From an optimization exercise on the open Yosys and OpenROAD flow, aimed at small area, a short achievable clock period and few clock cycles per item; shortcuts taken in it are not production practice.
The RTL was checked by simulation tests, not by an equivalence proof against the original design.

==> run a <==
Design pixel_format_blit_to_rgba, start of the top module:
module pixel_format_blit_to_rgba #(
  parameter int PALETTE_DEPTH = pfb_pkg::PALETTE_DEPTH_DEF,
  parameter int COORD_BITS    = pfb_pkg::COORD_BITS_DEF
) (
  input  wire logic                  clk_i,
  input  wire logic                  rst_ni,
  input  wire logic                  in_valid_i,
  output logic                       in_ready_o,
  input  wire logic [64:0]           in_data_i,
  output logic                       out_valid_o,
  input  wire logic                  out_ready_i,
  output logic [56:0]                out_data_o,
  input  wire logic                  cfg_valid_i,
  output logic                       cfg_ready_o,
  input  wire logic [2:0]            cfg_index_i,
  input  wire logic [11:0]           cfg_data_i
);
  logic        pal_q;
  logic [1:0]  mode_q;
  logic [11:0] sw_q, sh_q, dw_q, dh_q;
  logic        cfg_rdy_q, cfg_wr, cfg_hit, blk_q;
  assign cfg_ready_o = cfg_rdy_q;
  assign cfg_wr      = cfg_valid_i && cfg_rdy_q;
  assign cfg_hit     = cfg_wr && (cfg_index_i <= 3'd4);
  always_ff @(posedge clk_i or negedge rst_ni) begin
    if (!rst_ni) begin
      mode_q <= 2'd3;
      pal_q  <= 1'b0;
      sw_q   <= 12'd1280;
      sh_q   <= 12'd720;
      dw_q   <= 12'd1280;
      dh_q   <= 12'd720;
    end else if (cfg_wr) begin
      case (cfg_index_i)
        3'd0: begin
          mode_q <= cfg_data_i[1:0];
          pal_q  <= (cfg_data_i[1:0] == 2'd0);
        end
        3'd1: sw_q <= cfg_data_i;
        3'd2: sh_q <= cfg_data_i;
        3'd3: dw_q <= cfg_data_i;
        3'd4: dh_q <= cfg_data_i;
        default: ;
      endcase
    end
  end
  logic [11:0] vis_w_q, vis_h_q;
  logic [10:0] off_x_q, off_y_q;
  logic [16:0] plo_q, phi_q;
  logic [23:0] base_q, base2_q;
  logic [11:0] dx, dy;
  assign dx = dw_q - sw_q;
  ...
clock: 10.0 ns
lec_check: 0
cap_margin: 20
core_margin: 2
core_utilization: 55
setup_slack_margin: 5
slew_margin: 20
synth_memory_max_bits: 8192
run.sh (not shown) runs the stock make flow with config.mk's settings and CLKGATE_MAP_FILE= SYNTH_SCRIPT=/design/flow/synth_recipe.tcl, a recipe that flattens the netlist after the stock synthesis.
==> run b (differences from run a) <==
--- a/flow/design.v
+++ b/flow/design.v
@@ -79,44 +79,45 @@
   parameter int SB = 4                 
 ) (
   input  wire logic                 clk_i,
   input  wire logic                 rst_ni,
   output logic [SB-1:0]             ph_o,      
   input  wire logic                 wr_en_i,
-  input  wire logic [7:0]           wr_index_i,
+  input  wire logic [7:0]           wr_index_i,    
   input  wire logic [23:0]          wr_color_i,
+  input  wire logic [(1<<RB)-1:0]   wr_ring_oh_i,  
   output logic                      wr_ok_o,   
   input  wire logic [SB-1:0]        rd_slot_i,
   input  wire logic [(1<<RB)-1:0]   rd_ring_oh_i,  
   input  wire logic [(1<<SB)-1:0]   rd_pos_oh_i,   
   output logic [31:0]               color_o
 );
   localparam int NR = 1 << RB;
   localparam int NL = 1 << SB;
   logic [SB-1:0]               ph_q;
   logic [NR-1:0]               pend_v_q;
   logic [NR-1:0][SB-1:0]       pend_s_q;
   logic [NR-1:0][23:0]         pend_d_q;
-  logic [NR-1:0]               ins;
+  logic [NR-1:0]               ins, free, load;
   logic [NR-1:0][NL-1:0][23:0] col_q;
   logic [NR-1:0][NL-1:0]       wrt_q;
   logic [NR-1:0][24:0]         rval;
-  logic [RB-1:0]               wr_r;
   logic [SB-1:0]               wr_s;
-  assign wr_r = wr_index_i[RB-1:0];
   assign wr_s = wr_index_i[7:RB];
   assign ph_o = ph_q;
   always_ff @(posedge clk_i or negedge rst_ni) begin
     if (!rst_ni) begin
       ph_q <= '0;
     end else begin
       ph_q <= ph_q + SB'(1);
     end
   end
   for (genvar r = 0; r < NR; r++) begin : g_ring
-    assign ins[r] = pend_v_q[r] && (pend_s_q[r] == ~ph_q);
+    assign ins[r]  = pend_v_q[r] && (pend_s_q[r] == ~ph_q);
+    assign free[r] = !pend_v_q[r] || ins[r];
+    assign load[r] = wr_en_i && wr_ring_oh_i[r] && free[r];
     always_ff @(posedge clk_i) begin
       col_q[r] <= {col_q[r][NL-2:0], ins[r] ? pend_d_q[r] : col_q[r][NL-1]};
     end
     always_ff @(posedge clk_i or negedge rst_ni) begin
       if (!rst_ni) begin
         wrt_q[r] <= '0;
@@ -124,32 +125,32 @@
         wrt_q[r] <= {wrt_q[r][NL-2:0], ins[r] | wrt_q[r][NL-1]};
       end
     end
     always_ff @(posedge clk_i or negedge rst_ni) begin
       if (!rst_ni) begin
         pend_v_q[r] <= 1'b0;
-      end else if (wr_en_i && wr_ok_o && wr_r == RB'(r)) begin
+      end else if (load[r]) begin
         pend_v_q[r] <= 1'b1;
       end else if (ins[r]) begin
         pend_v_q[r] <= 1'b0;
       end
     end
     always_ff @(posedge clk_i) begin
-      if (wr_en_i && wr_ok_o && wr_r == RB'(r)) begin
+      if (load[r]) begin
         pend_s_q[r] <= wr_s;
         pend_d_q[r] <= wr_color_i;
       end
     end
     always_comb begin
       rval[r] = '0;
       for (int k = 0; k < NL; k++) begin
         rval[r] = rval[r] | ({wrt_q[r][k], col_q[r][k]} & {25{rd_pos_oh_i[k]}});
       end
     end
   end
-  assign wr_ok_o = !pend_v_q[wr_r] || ins[wr_r];
+  assign wr_ok_o = |(wr_ring_oh_i & free);
   logic [24:0] val;
   logic [23:0] pend_rd;
   logic        hit;
   always_comb begin
     val     = '0;
     pend_rd = '0;
@@ -186,53 +187,72 @@
   input  wire logic        step_i,
   output logic             visible_o,
   output logic             last_o,
   output logic [23:0]      addr_o
 );
   logic [11:0] col_q, row_q;
-  logic [12:0] col_p1, row_p1;
+  logic [12:0] col_p1, row_p1, col_p2, row_p2;
   logic        org_q;
   logic [23:0] a_q, rn_q, a_cur, rn_cur;
-  logic        wrap_c, wrap_r;
+  logic        wc_q, wr_q;
+  logic        wc_hold, wc_inc, wc_zero, wr_hold, wr_inc, wr_zero;
   assign col_p1 = {1'b0, col_q} + 13'd1;
   assign row_p1 = {1'b0, row_q} + 13'd1;
-  assign wrap_c = col_p1 >= {1'b0, sw_i};
-  assign wrap_r = row_p1 >= {1'b0, sh_i};
+  assign col_p2 = {1'b0, col_q} + 13'd2;
+  assign row_p2 = {1'b0, row_q} + 13'd2;
+  assign wc_hold = col_p1 >= {1'b0, sw_i};
+  assign wc_inc  = col_p2 >= {1'b0, sw_i};
+  assign wc_zero = sw_i <= 12'd1;
+  assign wr_hold = row_p1 >= {1'b0, sh_i};
+  assign wr_inc  = row_p2 >= {1'b0, sh_i};
+  assign wr_zero = sh_i <= 12'd1;
   assign visible_o = (col_q < vis_w_i) && (row_q < vis_h_i);
   assign last_o    = (col_p1 == {1'b0, vis_w_i}) && (row_p1 == {1'b0, vis_h_i});
   assign a_cur  = org_q ? base_i : a_q;
   assign rn_cur = org_q ? base2_i : rn_q;
   assign addr_o = a_cur;
   always_ff @(posedge clk_i or negedge rst_ni) begin
     if (!rst_ni) begin
       col_q <= '0;
       row_q <= '0;
       org_q <= 1'b1;
+      wc_q  <= 1'b0;
+      wr_q  <= 1'b0;
     end else if (cfg_wr_i) begin
       col_q <= '0;
       row_q <= '0;
       org_q <= 1'b1;
+      wc_q  <= wc_zero;
+      wr_q  <= wr_zero;
     end else if (step_i) begin
-      if (wrap_c) begin
+      if (wc_q) begin
         col_q <= '0;
-        if (wrap_r) begin
+        wc_q  <= wc_zero;
+        if (wr_q) begin
           row_q <= '0;
           org_q <= 1'b1;
+          wr_q  <= wr_zero;
         end else begin
           row_q <= row_p1[11:0];
           org_q <= 1'b0;
+          wr_q  <= wr_inc;
         end
       end else begin
         col_q <= col_p1[11:0];
         org_q <= 1'b0;
+        wc_q  <= wc_inc;
+        wr_q  <= wr_hold;
       end
+    end else begin
+      wc_q <= wc_hold;
+      wr_q <= wr_hold;
     end
   end
   always_ff @(posedge clk_i) begin
     if (step_i) begin
-      if (wrap_c) begin
+      if (wc_q) begin
         a_q  <= rn_cur;
         rn_q <= rn_cur + {12'd0, dw_i};
       end else begin
         a_q  <= a_cur + 24'd1;
         rn_q <= rn_cur;
       end
@@ -259,13 +279,14 @@
   input  wire logic [2:0]            cfg_index_i,
   input  wire logic [11:0]           cfg_data_i
 );
   logic        pal_q;
   logic [1:0]  mode_q;
   logic [11:0] sw_q, sh_q, dw_q, dh_q;
-  logic        cfg_rdy_q, cfg_wr, cfg_hit, blk_q;
+  logic        cfg_rdy_q, cfg_wr, cfg_hit;
+  logic [1:0]  blk_q;
   assign cfg_ready_o = cfg_rdy_q;
   assign cfg_wr      = cfg_valid_i && cfg_rdy_q;
   assign cfg_hit     = cfg_wr && (cfg_index_i <= 3'd4);
   always_ff @(posedge clk_i or negedge rst_ni) begin
     if (!rst_ni) begin
       mode_q <= 2'd3;
@@ -287,55 +308,52 @@
         default: ;
       endcase
     end
   end
   logic [11:0] vis_w_q, vis_h_q;
   logic [10:0] off_x_q, off_y_q;
-  logic [16:0] plo_q, phi_q;
-  logic [23:0] base_q, base2_q;
+  logic [3:0][13:0] pp_q;
+  logic [16:0] s01_q, s23_q;
+  logic [12:0] oxd_q;
+  logic [23:0] base_q, base2_q, s_sum;
   logic [11:0] dx, dy;
-  assign dx = dw_q - sw_q;
-  assign dy = dh_q - sh_q;
-  always_ff @(posedge clk_i or negedge rst_ni) begin
-    if (!rst_ni) begin
-      vis_w_q <= 12'd1280;
-      vis_h_q <= 12'd720;
-      off_x_q <= '0;
-      off_y_q <= '0;
-      plo_q   <= '0;
-      phi_q   <= '0;
-      base_q  <= '0;
-      base2_q <= 24'd1280;
-    end else begin
-      vis_w_q <= (sw_q < dw_q) ? sw_q : dw_q;
-      vis_h_q <= (sh_q < dh_q) ? sh_q : dh_q;
-      off_x_q <= (dw_q > sw_q) ? dx[11:1] : '0;
-      off_y_q <= (dh_q > sh_q) ? dy[11:1] : '0;
-      plo_q   <= off_y_q * dw_q[5:0];
-      phi_q   <= off_y_q * dw_q[11:6];
-      base_q  <= 24'(plo_q) + {1'b0, phi_q, 6'd0} + 24'(off_x_q);
-      base2_q <= 24'(plo_q) + {1'b0, phi_q, 6'd0} + 24'(off_x_q) + 24'(dw_q);
-    end
+  assign dx    = dw_q - sw_q;
+  assign dy    = dh_q - sh_q;
+  assign s_sum = 24'(s01_q) + {1'd0, s23_q, 6'd0};
+  always_ff @(posedge clk_i) begin
+    vis_w_q <= (sw_q < dw_q) ? sw_q : dw_q;
+    vis_h_q <= (sh_q < dh_q) ? sh_q : dh_q;
+    off_x_q <= (dw_q > sw_q) ? dx[11:1] : '0;
+    off_y_q <= (dh_q > sh_q) ? dy[11:1] : '0;
+    for (int i = 0; i < 4; i++) pp_q[i] <= off_y_q * dw_q[3*i +: 3];
+    s01_q   <= 17'(pp_q[0]) + {pp_q[1], 3'd0};
+    s23_q   <= 17'(pp_q[2]) + {pp_q[3], 3'd0};
+    oxd_q   <= 13'(off_x_q) + 13'(dw_q);
+    base_q  <= s_sum + 24'(off_x_q);
+    base2_q <= s_sum + 24'(oxd_q);
   end
   logic        v0_q, vk_q, in_rdy_q;
   logic        op0_q, opk_q;
   logic [31:0] d0_q, dk_q, d_in, d_src;
   logic [15:0] p_oh_q, r_oh_q, p_oh_d, r_oh_d;
-  logic [3:0]  ph, p_src;
+  logic [3:0]  ph, p_src, r_src;
+  logic        op_src;
   logic        acc, adv0, s0_free, v0_d, vk_d;
   logic        out_can, wr_ok, pix0, vis, last, load;
   logic        out_v_q;
   assign in_ready_o = in_rdy_q;
   assign acc        = in_valid_i && in_rdy_q;
   assign d_in       = in_data_i[64] ? in_data_i[31:0] : in_data_i[63:32];
   assign d_src      = vk_q ? dk_q : d_in;
   assign p_src      = d_src[7:4] + ph + 4'd1;
+  assign op_src     = vk_q ? opk_q : in_data_i[64];
+  assign r_src      = op_src ? d_src[27:24] : d_src[3:0];
   always_comb begin
     for (int i = 0; i < 16; i++) begin
       p_oh_d[i] = (p_src == 4'(i));
-      r_oh_d[i] = (d_src[3:0] == 4'(i));
+      r_oh_d[i] = (r_src == 4'(i));
     end
   end
   assign out_can = !out_v_q || out_ready_i;
   assign pix0    = v0_q && !op0_q;
   assign adv0    = v0_q && (op0_q ? wr_ok : out_can);
   assign s0_free = !v0_q || adv0;
@@ -344,24 +362,24 @@
   always_ff @(posedge clk_i or negedge rst_ni) begin
     if (!rst_ni) begin
       v0_q      <= 1'b0;
       vk_q      <= 1'b0;
       in_rdy_q  <= 1'b0;
       cfg_rdy_q <= 1'b0;
-      blk_q     <= 1'b0;
+      blk_q     <= 2'b11;
     end else begin
       v0_q      <= v0_d;
       vk_q      <= vk_d;
-      in_rdy_q  <= !vk_d && !cfg_hit && !blk_q;
+      in_rdy_q  <= !vk_d && !cfg_hit && !(|blk_q);
       cfg_rdy_q <= !v0_d && !vk_d;
-      blk_q     <= cfg_hit;
+      blk_q     <= {blk_q[0], cfg_hit};
     end
   end
   always_ff @(posedge clk_i) begin
     if (s0_free) begin
-      op0_q  <= vk_q ? opk_q : in_data_i[64];
+      op0_q  <= op_src;
       d0_q   <= d_src;
       p_oh_q <= p_oh_d;
       r_oh_q <= r_oh_d;
     end else begin
       p_oh_q <= {p_oh_q[14:0], p_oh_q[15]};
       if (acc) begin
@@ -375,12 +393,13 @@
     .clk_i        (clk_i),
     .rst_ni       (rst_ni),
     .ph_o         (ph),
     .wr_en_i      (v0_q && op0_q),
     .wr_index_i   (d0_q[31:24]),
     .wr_color_i   (d0_q[23:0]),
+    .wr_ring_oh_i (r_oh_q),
     .wr_ok_o      (wr_ok),
     .rd_slot_i    (d0_q[7:4]),
     .rd_ring_oh_i (r_oh_q),
     .rd_pos_oh_i  (p_oh_q),
     .color_o      (pal_color)
   );
@@ -418,14 +437,16 @@
       out_v_q <= 1'b1;
     end else if (out_ready_i) begin
       out_v_q <= 1'b0;
     end
   end
   logic [56:0] out_q;
-  always_ff @(posedge clk_i) begin
-    if (load) begin
+  always_ff @(posedge clk_i or negedge rst_ni) begin
+    if (!rst_ni) begin
+      out_q <= '0;
+    end else if (load) begin
       out_q <= {addr, rgba, last};
     end
   end
   assign out_valid_o = out_v_q;
   assign out_data_o  = out_q;
 endmodule
==> flow/flow/run.sh (new file) <==
#!/bin/bash
set -euo pipefail
export SETUP_SLACK_MARGIN=6.4
bash standard.sh > standard.log 2>&1
==> flow/standard.sh (new file) <==
#!/bin/bash
# synth_recipe.tcl (not shown) runs the flow's synth.tcl, then flattens the netlist and writes it again
# the make line also repeats each setting of config.mk as NAME=value (left out here)
make -C /OpenROAD-flow-scripts/flow DESIGN_CONFIG=/design/flow/config.mk WORK_HOME=/design/flow/orfs CLKGATE_MAP_FILE= SYNTH_SCRIPT=/design/flow/synth_recipe.tcl "${@:-finish}"
--- a/flow/config.mk
+++ b/flow/config.mk
@@ -5,9 +5,9 @@
 export SDC_FILE = /design/flow/constraint.sdc
 export NUM_CORES = 4
 export LEC_CHECK = 0
 export CAP_MARGIN = 20
 export CORE_MARGIN = 2
 export CORE_UTILIZATION = 55
-export SETUP_SLACK_MARGIN = 5
+export CTS_CLUSTER_DIAMETER = 45
+export CTS_CLUSTER_SIZE = 28
 export SLEW_MARGIN = 20
-export SYNTH_MEMORY_MAX_BITS = 8192
removed: flow/run.sh
==> flow_metrics.env <==
export IMPL_outcome="finished clean"
export IMPL_clk_share=0.0947
export IMPL_mostFrequentLayoutCells="6144 x dfxtp_1, 1544 x a22oi_1, 989 x a221oi_1"
export IMPL_use_met1=0.459
export IMPL_worstSetupPathType="reg2reg"
export IMPL_place_ws_ps=4560
export IMPL_met3_length_um=61800
export IMPL_grt_first_pass_wirelength_um=989000
export IMPL_grt_usage=0.344
export IMPL_path_depth=9
export IMPL_nonClockInverterCount=209
export IMPL_cp_endpoint="u_palette.pend_d_q[163]"
The numbers above come from run a.

==> flow_metrics.env <==
export IMPL_path_depth=1
export IMPL_outcome="finished clean"
export IMPL_mostFrequentLayoutCells="6337 x dfxtp_1, 2072 x a22oi_1, 692 x a22o_1"
export IMPL_clk_share=0.0862
export IMPL_place_ws_ps=4360
export IMPL_grt_usage=0.346
export IMPL_hold_class="reg2reg"
export IMPL_cp_endpoint="out_data_o[13]"
export IMPL_met3_length_um=69000
export IMPL_grt_first_pass_wirelength_um=1010000
The numbers above come from run b.

Testbench counts of run a, summed over its fixed seeds: cycles 39,514, pixels 35,797.
Testbench counts of run b, summed over its fixed seeds: cycles 39,583, pixels 35,797.

-- what the ideal ports hide --
No port has a modelled driver above. Below, the same layouts with a new extraction and two added sets of constraints.
Step 1: set_driving_cell puts a clkbuf_16 on clk_i and a buf_2 on each other input, an assumption about the parent block.
Step 2 also shifts input and output timing later by t, the mid clock arrival at the registers, as if the neighbouring blocks saw the same clock.
Slacks: ideal / step 1 / step 2; pairs: ideal / step 1.
run	shift t [ns]	setup slack, ns	worst setup path after step 2
run a	1.175	5.270 / 5.270 / 4.394	input to register
run b	1.192	6.159 / 6.041 / 5.297	input to register
After both steps every run listed still meets setup and hold. For run a, which loses most, drivers alone change the setup slack by 0.000 ns; drivers and shift together by -0.876 ns.
